Source: an optimization exercise on an open RTL-to-GDS flow (aim: small area, a short achievable clock period and few clock cycles per item). Production flows keep margins and buffers that such runs may drop. The RTL was checked by simulation tests, not by an equivalence proof against the original design. Power and IR drop assume default switching activity.

==> flow/design.v <==
package rvIsaPkg;
    localparam int xlen     = 32;
    localparam int regAddrW = 5;
    localparam logic [6:0] opOp     = 7'b0110011;
    localparam logic [6:0] opOpImm  = 7'b0010011;
    localparam logic [6:0] opLui    = 7'b0110111;
    localparam logic [6:0] opBranch = 7'b1100011;
    localparam logic [2:0] f3AddSub = 3'b000;
    localparam logic [2:0] f3Slt    = 3'b010;
    localparam logic [2:0] f3Xor    = 3'b100;
    localparam logic [2:0] f3Or     = 3'b110;
    localparam logic [2:0] f3And    = 3'b111;
    localparam logic [2:0] f3Beq    = 3'b000;
    localparam logic [2:0] f3Bne    = 3'b001;
    localparam logic [6:0] f7Base = 7'b0000000;
    localparam logic [6:0] f7Sub  = 7'b0100000;
    typedef union packed {
        struct packed {
            logic [6:0] funct7;
            logic [4:0] rs2;
            logic [4:0] rs1;
            logic [2:0] funct3;
            logic [4:0] rd;
            logic [6:0] opcode;
        } r;
        struct packed {
            logic [11:0] imm12;
            logic [4:0]  rs1;
            logic [2:0]  funct3;
            logic [4:0]  rd;
            logic [6:0]  opcode;
        } i;
        struct packed {
            logic [19:0] imm20;
            logic [4:0]  rd;
            logic [6:0]  opcode;
        } u;
        struct packed {
            logic       imm12;
            logic [5:0] imm10to5;
            logic [4:0] rs2;
            logic [4:0] rs1;
            logic [2:0] funct3;
            logic [3:0] imm4to1;
            logic       imm11;
            logic [6:0] opcode;
        } b;
    } rvInstr;
endpackage
package coreCfgPkg;
    localparam int aluFuncW = 3;
    localparam logic [aluFuncW-1:0] aluAdd   = 3'd0;
    localparam logic [aluFuncW-1:0] aluSub   = 3'd1;
    localparam logic [aluFuncW-1:0] aluAnd   = 3'd2;
    localparam logic [aluFuncW-1:0] aluOr    = 3'd3;
    localparam logic [aluFuncW-1:0] aluXor   = 3'd4;
    localparam logic [aluFuncW-1:0] aluSlt   = 3'd5;
    localparam logic [aluFuncW-1:0] aluPassB = 3'd6;
    localparam logic fwdReg = 1'b0;
    localparam logic fwdWb  = 1'b1;
    localparam logic [31:0] resetPc = 32'h0000_0000;
endpackage
`timescale 1ns/1ps
import rvIsaPkg::*;
import coreCfgPkg::*;
module fetchUnit (
    input  logic                          cpuClk,
    input  logic                          rstN,
    input  logic [rvIsaPkg::xlen-1:0]     wbDatI,
    input  logic                          wbAck,
    input  logic [rvIsaPkg::xlen-1:0]     branchTarget,
    output logic                          wbCyc,
    output logic                          wbStb,
    output logic [rvIsaPkg::xlen-1:0]     wbAdr,
    output rvIsaPkg::rvInstr              idInstr,
    output logic [rvIsaPkg::xlen-1:0]     idPc,
    output logic                          idValid,
    input  logic                          flushFetch
);
    logic [xlen-1:0] pc;
    logic            reqActive;
    logic            discard;
    assign wbCyc = reqActive;
    assign wbStb = reqActive;
    always_ff @(posedge cpuClk or negedge rstN) begin
        if (!rstN) begin
            pc        <= resetPc;
            wbAdr     <= resetPc;
            reqActive <= 1'b0;
            discard   <= 1'b0;
            idValid   <= 1'b0;
        end else begin
            idValid <= 1'b0;
            if (reqActive) begin
                if (wbAck) begin
                    reqActive <= 1'b0;
                    discard   <= 1'b0;
                    if (!discard && !flushFetch) begin
                        idValid <= 1'b1;
                        pc      <= pc + 32'd4;
                    end
                end else if (flushFetch) begin
                    discard <= 1'b1;
                end
            end else begin
                reqActive <= 1'b1;
                wbAdr     <= flushFetch ? branchTarget : pc;
            end
            if (flushFetch) begin
                pc <= branchTarget;
            end
        end
    end
    always_ff @(posedge cpuClk) begin
        if (reqActive && wbAck) begin
            idInstr <= wbDatI;
            idPc    <= wbAdr;
        end
    end
endmodule
`timescale 1ns/1ps
import rvIsaPkg::*;
module registerFile (
    input  logic                          cpuClk,
    input  logic                          rstN,
    input  logic [rvIsaPkg::regAddrW-1:0] rs1,
    input  logic [rvIsaPkg::regAddrW-1:0] rs2,
    input  logic [rvIsaPkg::regAddrW-1:0] wrAddr,
    input  logic [rvIsaPkg::xlen-1:0]     wrData,
    input  logic                          wrEn,
    output logic [rvIsaPkg::xlen-1:0]     rdData1,
    output logic [rvIsaPkg::xlen-1:0]     rdData2
);
    logic [xlen-1:0] regs [1 << regAddrW];
    logic            wrLive;
    assign wrLive = wrEn && (wrAddr != '0);
    always_ff @(posedge cpuClk or negedge rstN) begin
        if (!rstN) begin
            for (int k = 0; k < (1 << regAddrW); k++) begin
                regs[k] <= '0;
            end
        end else if (wrLive) begin
            regs[wrAddr] <= wrData;
        end
    end
    assign rdData1 = (wrLive && wrAddr == rs1) ? wrData : regs[rs1];
    assign rdData2 = (wrLive && wrAddr == rs2) ? wrData : regs[rs2];
endmodule
`timescale 1ns/1ps
import rvIsaPkg::*;
import coreCfgPkg::*;
module decodeStage (
    input  logic                               cpuClk,
    input  logic                               rstN,
    input  rvIsaPkg::rvInstr                   idInstr,
    input  logic [rvIsaPkg::xlen-1:0]          idPc,
    input  logic                               idValid,
    input  logic [rvIsaPkg::xlen-1:0]          rdData1,
    input  logic [rvIsaPkg::xlen-1:0]          rdData2,
    output logic [rvIsaPkg::regAddrW-1:0]      rs1,
    output logic [rvIsaPkg::regAddrW-1:0]      rs2,
    output logic [rvIsaPkg::xlen-1:0]          exPc,
    output logic [rvIsaPkg::xlen-1:0]          exOpA,
    output logic [rvIsaPkg::xlen-1:0]          exOpB,
    output logic [rvIsaPkg::xlen-1:0]          exImm,
    output logic [rvIsaPkg::regAddrW-1:0]      exRd,
    output logic [coreCfgPkg::aluFuncW-1:0]    exAluFunc,
    output logic                               exUseImm,
    output logic                               exIsBranch,
    output logic                               exBranchNe,
    output logic                               exWrite,
    input  logic                               flushDecode,
    output logic [rvIsaPkg::regAddrW-1:0]      exRs1,
    output logic [rvIsaPkg::regAddrW-1:0]      exRs2,
    output logic                               exValid
);
    logic [xlen-1:0]     immI;
    logic [xlen-1:0]     immU;
    logic [xlen-1:0]     immB;
    logic [xlen-1:0]     imm;
    logic [aluFuncW-1:0] aluFunc;
    logic                useImm;
    logic                isBranch;
    logic                writeRd;
    logic                keep;
    assign rs1 = idInstr.r.rs1;
    assign rs2 = idInstr.r.rs2;
    assign immI = {{20{idInstr.i.imm12[11]}}, idInstr.i.imm12};
    assign immU = {idInstr.u.imm20, 12'b0};
    assign immB = {{20{idInstr.b.imm12}}, idInstr.b.imm11, idInstr.b.imm10to5,
                   idInstr.b.imm4to1, 1'b0};
    always_comb begin
        aluFunc  = aluAdd;
        imm      = immI;
        useImm   = 1'b0;
        isBranch = 1'b0;
        writeRd  = 1'b0;
        case (idInstr.r.opcode)
            opOp, opOpImm: begin
                writeRd = 1'b1;
                useImm  = (idInstr.r.opcode == opOpImm);
                case (idInstr.i.funct3)
                    f3AddSub: aluFunc = aluAdd;
                    f3Slt:    aluFunc = aluSlt;
                    f3Xor:    aluFunc = aluXor;
                    f3Or:     aluFunc = aluOr;
                    f3And:    aluFunc = aluAnd;
                    default:  writeRd = 1'b0;
                endcase
                if (!useImm) begin
                    if (idInstr.r.funct7 == f7Sub && idInstr.r.funct3 == f3AddSub) begin
                        aluFunc = aluSub;
                    end else if (idInstr.r.funct7 != f7Base) begin
                        writeRd = 1'b0;
                    end
                end
            end
            opLui: begin
                aluFunc = aluPassB;
                imm     = immU;
                useImm  = 1'b1;
                writeRd = 1'b1;
            end
            opBranch: begin
                imm      = immB;
                isBranch = (idInstr.b.funct3 == f3Beq) || (idInstr.b.funct3 == f3Bne);
            end
            default: begin
                writeRd = 1'b0;
            end
        endcase
    end
    assign keep = idValid && !flushDecode;
    always_ff @(posedge cpuClk or negedge rstN) begin
        if (!rstN) begin
            exValid <= 1'b0;
            exWrite      <= 1'b0;
            exIsBranch   <= 1'b0;
        end else begin
            exValid <= keep;
            exWrite      <= keep && writeRd;
            exIsBranch   <= keep && isBranch;
        end
    end
    always_ff @(posedge cpuClk) begin
        exPc       <= idPc;
        exOpA      <= rdData1;
        exOpB      <= rdData2;
        exImm      <= imm;
        exRd       <= idInstr.r.rd;
        exAluFunc  <= aluFunc;
        exUseImm   <= useImm;
        exBranchNe <= (idInstr.b.funct3 == f3Bne);
        exRs1 <= idInstr.r.rs1;
        exRs2 <= idInstr.r.rs2;
    end
endmodule
`timescale 1ns/1ps
import rvIsaPkg::*;
import coreCfgPkg::*;
module executeStage (
    input  logic                               cpuClk,
    input  logic                               rstN,
    input  logic [rvIsaPkg::xlen-1:0]          exPc,
    input  logic [rvIsaPkg::xlen-1:0]          exOpA,
    input  logic [rvIsaPkg::xlen-1:0]          exOpB,
    input  logic [rvIsaPkg::xlen-1:0]          exImm,
    input  logic [rvIsaPkg::regAddrW-1:0]      exRd,
    input  logic [coreCfgPkg::aluFuncW-1:0]    exAluFunc,
    input  logic                               exUseImm,
    input  logic                               exIsBranch,
    input  logic                               exBranchNe,
    input  logic                               exWrite,
    output logic [rvIsaPkg::xlen-1:0]          branchTarget,
    output logic [rvIsaPkg::regAddrW-1:0]      wrAddr,
    output logic [rvIsaPkg::xlen-1:0]          wrData,
    output logic                               wrEn,
    output logic                               retireValid,
    output logic [rvIsaPkg::xlen-1:0]          retirePc,
    output logic [rvIsaPkg::regAddrW-1:0]      retireRd,
    output logic [rvIsaPkg::xlen-1:0]          retireData,
    input  logic                               exValid,
    input  logic                               fwdSel1,
    input  logic                               fwdSel2,
    output logic [rvIsaPkg::regAddrW-1:0]      wbRd,
    output logic                               wbWrite,
    output logic                               branchTaken
);
    logic [xlen-1:0] opA;
    logic [xlen-1:0] opB;
    logic [xlen-1:0] aluB;
    logic [xlen-1:0] aluOut;
    assign opA  = (fwdSel1 == fwdWb) ? wrData : exOpA;
    assign opB  = (fwdSel2 == fwdWb) ? wrData : exOpB;
    assign aluB = exUseImm ? exImm : opB;
    always_comb begin
        case (exAluFunc)
            aluAdd:   aluOut = opA + aluB;
            aluSub:   aluOut = opA - aluB;
            aluAnd:   aluOut = opA & aluB;
            aluOr:    aluOut = opA | aluB;
            aluXor:   aluOut = opA ^ aluB;
            aluSlt:   aluOut = {31'b0, $signed(opA) < $signed(aluB)};
            aluPassB: aluOut = aluB;
            default:  aluOut = '0;
        endcase
    end
    assign branchTaken = exValid && exIsBranch && ((opA == opB) != exBranchNe);
    assign branchTarget     = exPc + exImm;
    always_ff @(posedge cpuClk or negedge rstN) begin
        if (!rstN) begin
            wrEn        <= 1'b0;
            retireValid <= 1'b0;
        end else begin
            wrEn        <= exValid && exWrite;
            retireValid <= exValid;
        end
    end
    always_ff @(posedge cpuClk) begin
        wrAddr   <= exRd;
        wrData   <= aluOut;
        retirePc <= exPc;
    end
    assign wbRd    = wrAddr;
    assign wbWrite = wrEn;
    assign retireRd   = wrEn ? wrAddr : '0;
    assign retireData = wrEn ? wrData : '0;
endmodule
`timescale 1ns/1ps
import rvIsaPkg::*;
import coreCfgPkg::*;
module pipeControl (
    input  logic [rvIsaPkg::regAddrW-1:0] exRs1,
    input  logic [rvIsaPkg::regAddrW-1:0] exRs2,
    input  logic                          exValid,
    input  logic [rvIsaPkg::regAddrW-1:0] wbRd,
    input  logic                          wbWrite,
    input  logic                          branchTaken,
    output logic                          flushFetch,
    output logic                          flushDecode,
    output logic                          fwdSel1,
    output logic                          fwdSel2
);
    function automatic logic wbHit(
        input logic                valid,
        input logic                write,
        input logic [regAddrW-1:0] dest,
        input logic [regAddrW-1:0] src
    );
        wbHit = valid && write && (dest != '0) && (dest == src);
    endfunction
    assign flushFetch  = branchTaken;
    assign flushDecode = branchTaken;
    assign fwdSel1 = wbHit(exValid, wbWrite, wbRd, exRs1) ?
                          fwdWb : fwdReg;
    assign fwdSel2 = wbHit(exValid, wbWrite, wbRd, exRs2) ?
                          fwdWb : fwdReg;
endmodule
`timescale 1ns/1ps
import rvIsaPkg::*;
import coreCfgPkg::*;
module rv32Core (
    input  logic                          cpuClk,
    input  logic                          rstN,
    output logic                          wbCyc,
    output logic                          wbStb,
    output logic [rvIsaPkg::xlen-1:0]     wbAdr,
    input  logic [rvIsaPkg::xlen-1:0]     wbDatI,
    input  logic                          wbAck,
    output logic                          retireValid,
    output logic [rvIsaPkg::xlen-1:0]     retirePc,
    output logic [rvIsaPkg::regAddrW-1:0] retireRd,
    output logic [rvIsaPkg::xlen-1:0]     retireData
);
    rvIsaPkg::rvInstr    idInstr;
    logic [xlen-1:0]     idPc;
    logic                idValid;
    logic [regAddrW-1:0] rs1;
    logic [regAddrW-1:0] rs2;
    logic [xlen-1:0]     rdData1;
    logic [xlen-1:0]     rdData2;
    logic [xlen-1:0]     exPc;
    logic [xlen-1:0]     exOpA;
    logic [xlen-1:0]     exOpB;
    logic [xlen-1:0]     exImm;
    logic [regAddrW-1:0] exRd;
    logic [aluFuncW-1:0] exAluFunc;
    logic                exUseImm;
    logic                exIsBranch;
    logic                exBranchNe;
    logic                exWrite;
    logic [xlen-1:0]     branchTarget;
    logic [regAddrW-1:0] wrAddr;
    logic [xlen-1:0]     wrData;
    logic                wrEn;
    logic [regAddrW-1:0] wbRd;
    logic                wbWrite;
    logic [regAddrW-1:0] exRs1;
    logic [regAddrW-1:0] exRs2;
    logic                exValid;
    logic                branchTaken;
    logic                flushFetch;
    logic                flushDecode;
    logic                fwdSel1;
    logic                fwdSel2;
    fetchUnit i_fetchUnit (
        .cpuClk(cpuClk), .rstN(rstN),
        .wbDatI(wbDatI), .wbAck(wbAck), .branchTarget(branchTarget),
        .wbCyc(wbCyc), .wbStb(wbStb), .wbAdr(wbAdr),
        .idInstr(idInstr), .idPc(idPc), .idValid(idValid),
        .flushFetch(flushFetch)
    );
    registerFile i_registerFile (
        .cpuClk(cpuClk), .rstN(rstN),
        .rs1(rs1), .rs2(rs2),
        .wrAddr(wrAddr), .wrData(wrData), .wrEn(wrEn),
        .rdData1(rdData1), .rdData2(rdData2)
    );
    decodeStage i_decodeStage (
        .cpuClk(cpuClk), .rstN(rstN),
        .idInstr(idInstr), .idPc(idPc), .idValid(idValid),
        .rdData1(rdData1), .rdData2(rdData2),
        .rs1(rs1), .rs2(rs2),
        .exPc(exPc), .exOpA(exOpA), .exOpB(exOpB), .exImm(exImm), .exRd(exRd),
        .exAluFunc(exAluFunc), .exUseImm(exUseImm), .exIsBranch(exIsBranch),
        .exBranchNe(exBranchNe), .exWrite(exWrite),
        .flushDecode(flushDecode), .exRs1(exRs1), .exRs2(exRs2), .exValid(exValid)
    );
    executeStage i_executeStage (
        .cpuClk(cpuClk), .rstN(rstN),
        .exPc(exPc), .exOpA(exOpA), .exOpB(exOpB), .exImm(exImm), .exRd(exRd),
        .exAluFunc(exAluFunc), .exUseImm(exUseImm), .exIsBranch(exIsBranch),
        .exBranchNe(exBranchNe), .exWrite(exWrite),
        .branchTarget(branchTarget),
        .wrAddr(wrAddr), .wrData(wrData), .wrEn(wrEn),
        .retireValid(retireValid), .retirePc(retirePc),
        .retireRd(retireRd), .retireData(retireData),
        .exValid(exValid), .fwdSel1(fwdSel1), .fwdSel2(fwdSel2),
        .wbRd(wbRd), .wbWrite(wbWrite), .branchTaken(branchTaken)
    );
    pipeControl i_pipeControl (
        .exRs1(exRs1), .exRs2(exRs2), .exValid(exValid),
        .wbRd(wbRd), .wbWrite(wbWrite), .branchTaken(branchTaken),
        .flushFetch(flushFetch), .flushDecode(flushDecode),
        .fwdSel1(fwdSel1), .fwdSel2(fwdSel2)
    );
endmodule
==> flow/run.sh <==
#!/bin/bash
# synth_recipe.tcl (not shown) runs the flow's synth.tcl, then flattens the netlist and writes it again
# the make line also repeats each setting of config.mk as NAME=value (left out here)
make -C /OpenROAD-flow-scripts/flow DESIGN_CONFIG=/design/flow/config.mk WORK_HOME=/design/flow/orfs CLKGATE_MAP_FILE= SYNTH_SCRIPT=/design/flow/synth_recipe.tcl finish
==> flow/config.mk <==
export PLATFORM = sky130hd
export DESIGN_NAME = rv32Core
export DESIGN_NICKNAME = rv32Core
export VERILOG_FILES = /design/flow/design.v
export SDC_FILE = /design/flow/constraint.sdc
export NUM_CORES = 4
export LEC_CHECK = 0
export CAP_MARGIN = 20
export CORE_MARGIN = 2
export CORE_UTILIZATION = 40
export PLACE_DENSITY = 0.6
export SLEW_MARGIN = 20
==> flow/constraint.sdc <==
create_clock -name core_clock -period 8.0 [get_ports {cpuClk}]
set_input_delay 1.6000 -clock core_clock [delete_from_list [all_inputs] [get_ports {cpuClk}]]
set_output_delay 1.6000 -clock core_clock [all_outputs]
set_load 0.01 [all_outputs]
==> summary.txt <==
[cell families (layout without fill, tap and decap cells)]
| group | count (synthesis) | after routing |
|---|---|---|
| multiplexers | 936 | 936 |
| flip-flops | 1377 | 1377 |
| other | 0 | 16 |
| AND/OR/NAND/NOR | 1188 | 1188 |
| AO/OA/AOI/OAI | 1924 | 1924 |
| adder cells (fa/ha/maj) | 148 | 148 |
| buffers and inverters | 755 | 738 |
| XOR/XNOR | 118 | 118 |
[registers in the layout (all words and copies together), names as in the netlist, 3 cells and up]
register / cells
i_decodeStage.exAluFunc: 3
i_decodeStage.exImm: 32
i_decodeStage.exOpA: 32
i_decodeStage.exOpB: 32
i_decodeStage.exPc: 32
i_decodeStage.exRd: 5
i_decodeStage.exRs1: 5
i_decodeStage.exRs2: 5
i_executeStage.retirePc: 32
i_executeStage.wrAddr: 5
i_executeStage.wrData: 32
i_fetchUnit.idInstr: 32
i_fetchUnit.idPc: 32
i_fetchUnit.pc: 32
i_fetchUnit.wbAdr: 32
i_registerFile.regs: 1024
[power by group]
group          leakage (µW)  total [µW]  switching (µW)  internal [µW]
Clock               0.00249        7330            3140           4190
Combinational        0.0146        1270             870            402
Sequential           0.0176        7340             174           7160
[worst register-to-register path, delay by kind of cell (launching register included)]
family / cells / cell delay (ns)
AO/OA/AOI/OAI: 11 / 4.04
buffers and inverters: 2 / 0.40
adder cells (fa/ha/maj): 1 / 0.24
XOR/XNOR: 1 / 0.15
AND/OR/NAND/NOR: 4 / 1.38
flip-flops: 1 / 0.58
[worst max path at each step]
stage | from | end | depth (start not counted)
floorplan | i_executeStage.wrAddr[1] | i_executeStage.wrData[31] | 24
global placement | i_executeStage.wrAddr[2] | i_executeStage.wrData[31] | 19
detailed placement | i_executeStage.wrAddr[2] | i_executeStage.wrData[31] | 19
CTS | i_executeStage.wrAddr[2] | i_executeStage.wrData[31] | 19
global route | i_executeStage.wrAddr[2] | i_executeStage.wrData[31] | 19
finish | i_executeStage.wrAddr[2] | i_executeStage.wrData[31] | 19
[area by class of cell]
type,instances,share of cell area
diodes,16,0.000505
clock buffers,214,0.0541
clock inverters,62,0.0101
inverters,143,0.00677
multi-input cells,4314,0.431
flip-flops and latches,1377,0.425
well taps,2325,0.0367
repair buffers,319,0.0358
[through the flow]
| stage | hold WS, ns | worst slack [ns] | cell area [µm²] | instances | power [µW] |
|---|---|---|---|---|---|
| 2_1_floorplan | 0.310 | 1.98 | 69900 | 6446 | 8000 |
| 3_3_place_gp | 0.324 | 1.09 | 74000 | 8477 | 8680 |
| 3_5_place_dp | 0.327 | 1.23 | 74100 | 8477 | 8690 |
| 4_1_cts | 0.336 | 1.20 | 79100 | 8753 | 15900 |
| 5_1_grt | 0.345 | 0.634 | 79200 | 8756 | 16300 |
| 6_report | 0.330 | 1.11 | 79200 | 8770 | 15900 |
[per-layer routing]
metal / vias to the layer above / share of wire / GRT usage
met5: - / 0.0011 / 0.00565
met4: 46 / 0.094 / 0.265
met3: 1947 / 0.14 / 0.146
met2: 5404 / 0.40 / 0.513
met1: 30400 / 0.36 / 0.454
li1: 24100 / - / -
[cells in the final DEF, fill, tap and decap left out, types with 138 or more instances in the layout]
master / n
clkbuf_16: 152
a21oi_1: 244
ha_1: 145
a221oi_1: 331
nand2_1: 371
inv_1: 138
dfrtp_1: 1095
mux2_2: 889
dfxtp_1: 209
buf_4: 174
nand4_1: 151
o21ai_0: 290
a22o_1: 327
nor2_1: 179
a22oi_1: 328
==> impl_metrics.toml <==
[status]
status = "finished clean"

[global_routing]
antenna_found_initial = 29
grt_max_degree = 188
first_global_vias = 59200
track_usage = 0.366
grt_first_pass_wirelength_mm = 465
grt_overflow = 0

[cells_and_area]
multiInputGateArea_um2 = 34100
regArea_um2 = 33700
drive_above_1_share = 0.227
area_delta_synth_final_pct = 13.3
fin_nets = 6488
fill_cells = 16200
final_util = 0.456

[setup_path]
start_kind = "flip-flop"
worstPathMaxFanout = 25
worst-path-buf-inv = 2
r2r-end = "i_executeStage.wrData[31]"
critical_path_class = "reg -> reg"
ff2ff_setup_slack_ns = 1.11
timing.rr.start = "i_executeStage.wrAddr[2]"
cp_slowest_stage_delay_ns = 0.84
critPathSlowestCell = "a2111oi_1"
path_cells = "or4_4 -> o211ai_1 -> buf_4 -> or2_2 -> a21boi_0 -> o21ai_0 -> inv_1 -> ha_1 -> o21bai_1 -> a21oi_1 -> o211ai_1 -> a2111oi_1 -> nor3_1 -> o41ai_1 -> a22oi_1 -> a311oi_1 -> xnor2_1 -> nor2_1 -> a211o_1"
path_delay_family = "compound AO/OA/AOI/OAI gates"
cp_common_cell = "o211ai_1"
cp-end-kind = "flip-flop"
worst_r2r_path_depth = 19
critPathRequiredTime_ns = 8.69
cp.arrival_ns = 7.58

[clock_tree]
clk_pin_slew_worst_paths_ns = 0.07
cts_setup_buffers = 0
clock_path_buffers = 3
tritoncts = "done"
clock_latency_ns = 0.86
htreeDepth = 4
ctsHoldBuffers = 0
cts-root-buf = "clkbuf_16"
cts-resized-gates = 0
cts.sinks = 1377
cts_buffers = 150

[yosys]
ys_warn_count = 6
synth_top_area_frac = 0.392
synth_most_common_cell = "dfrtp_1"
syn-instance-count = 6446
synth.top_cells.by_count = "dfrtp_1 (1096), mux2_2 (889), clkbuf_1 (556)"
synth_compound_area_frac = 0.203
synth-simple-area-share = 0.0823
ys_ff_latch = 1377
netlist_top_cells_area = "dfrtp_1 (39%), mux2_2 (14%), dfxtp_1 (6.2%)"
yosys.area_share.adder = 0.0268
async_flop_share = 0.796
avgSynthCellArea_um2 = 10.8
synth_xor_area_frac = 0.0148
synth_seq_area_share = 0.482
syn-cell-area_um2 = 69900
synth_mux_area_frac = 0.150
synth_top_family_by_area = "compound AO/OA/AOI/OAI gates"
syn-num-nets = 6629
ys_dominant_reg_cell = "dfrtp_1"
ys_types = 92
yosysTopAreaCell = "dfrtp_1"
synth_edf_count = 64

[sta]
fin_skew_ns = 0.0698
finalMaxSlewViolations = 0
setup_viol = 0
rsz0062_at_grt = "no"
max_freq_mhz = 145
layout_min_cycle_time_ns = 6.89
tightest_slew_ns = 1.31
setup_tns_ns = 0
fin_crit_sh = 0.862
finalHoldViolCount = 0
slew_headroom = 0.126

[die]
ios = 139
fp-row-count = 153
die-area_um2 = 178000
fp.dieH_um = 422
die_w_um = 422
initial_core_util = 0.402
coreArea_um2 = 174000

[detailed_routing]
drc_errors = 0
vias = 62000
totalWireLength_mm = 337
drt_iter0_markers = 10600
dr.pass1.iters = 10
vias_per_cell = 7.06
routedWlPerCell_um = 38.4
drtAntennaViolNets = 0

[worst_hold_path]
hold_end = "i_decodeStage.exPc[9]"
hold_start = "i_fetchUnit.idPc[9]"
hold_path_depth = 0
min_path_type = "reg -> reg"

[power_and_ir_drop]
p_leak_uw = 0.0347
power.density_nw_per_um2 = 201
peakVddDrop_uv = 247

[placement]
io_buffers = 138
routabilityCongestion = 0.980
hpwl_mm = 198

[run]
drv_cap = 0
Testbench counts, summed over its fixed seeds: cycles 254,931, instructions 72,000.

## separate check: timing with driven ports
No port has a modelled driver above. Below, the same layout with a new extraction and two added sets of constraints.
Step 1 sets driving cells, clkbuf_16 on the clock port and buf_2 on the other inputs (assumed; they add their load-dependent delay and slew).
Step 2 times the ports against the registers' clock, not the clock port: input delays grow and output delays shrink by t, the midpoint of the rising clock arrivals with the driver on.
a / b / c = ideal / step 1 / step 2; a / b = the first two.
t (ns): 0.905
setup WS [ns]: 1.106 / 1.106 / 1.106
slew at the worst register clock pin (ns): 0.07 / 0.07
worst data-port slew with drivers (ns): 0.07
cell pins on the clock port's net: 1
After both steps this run still meets setup and hold. For this run, drivers alone change the setup slack by 0.000 ns; drivers and shift together by 0.000 ns.
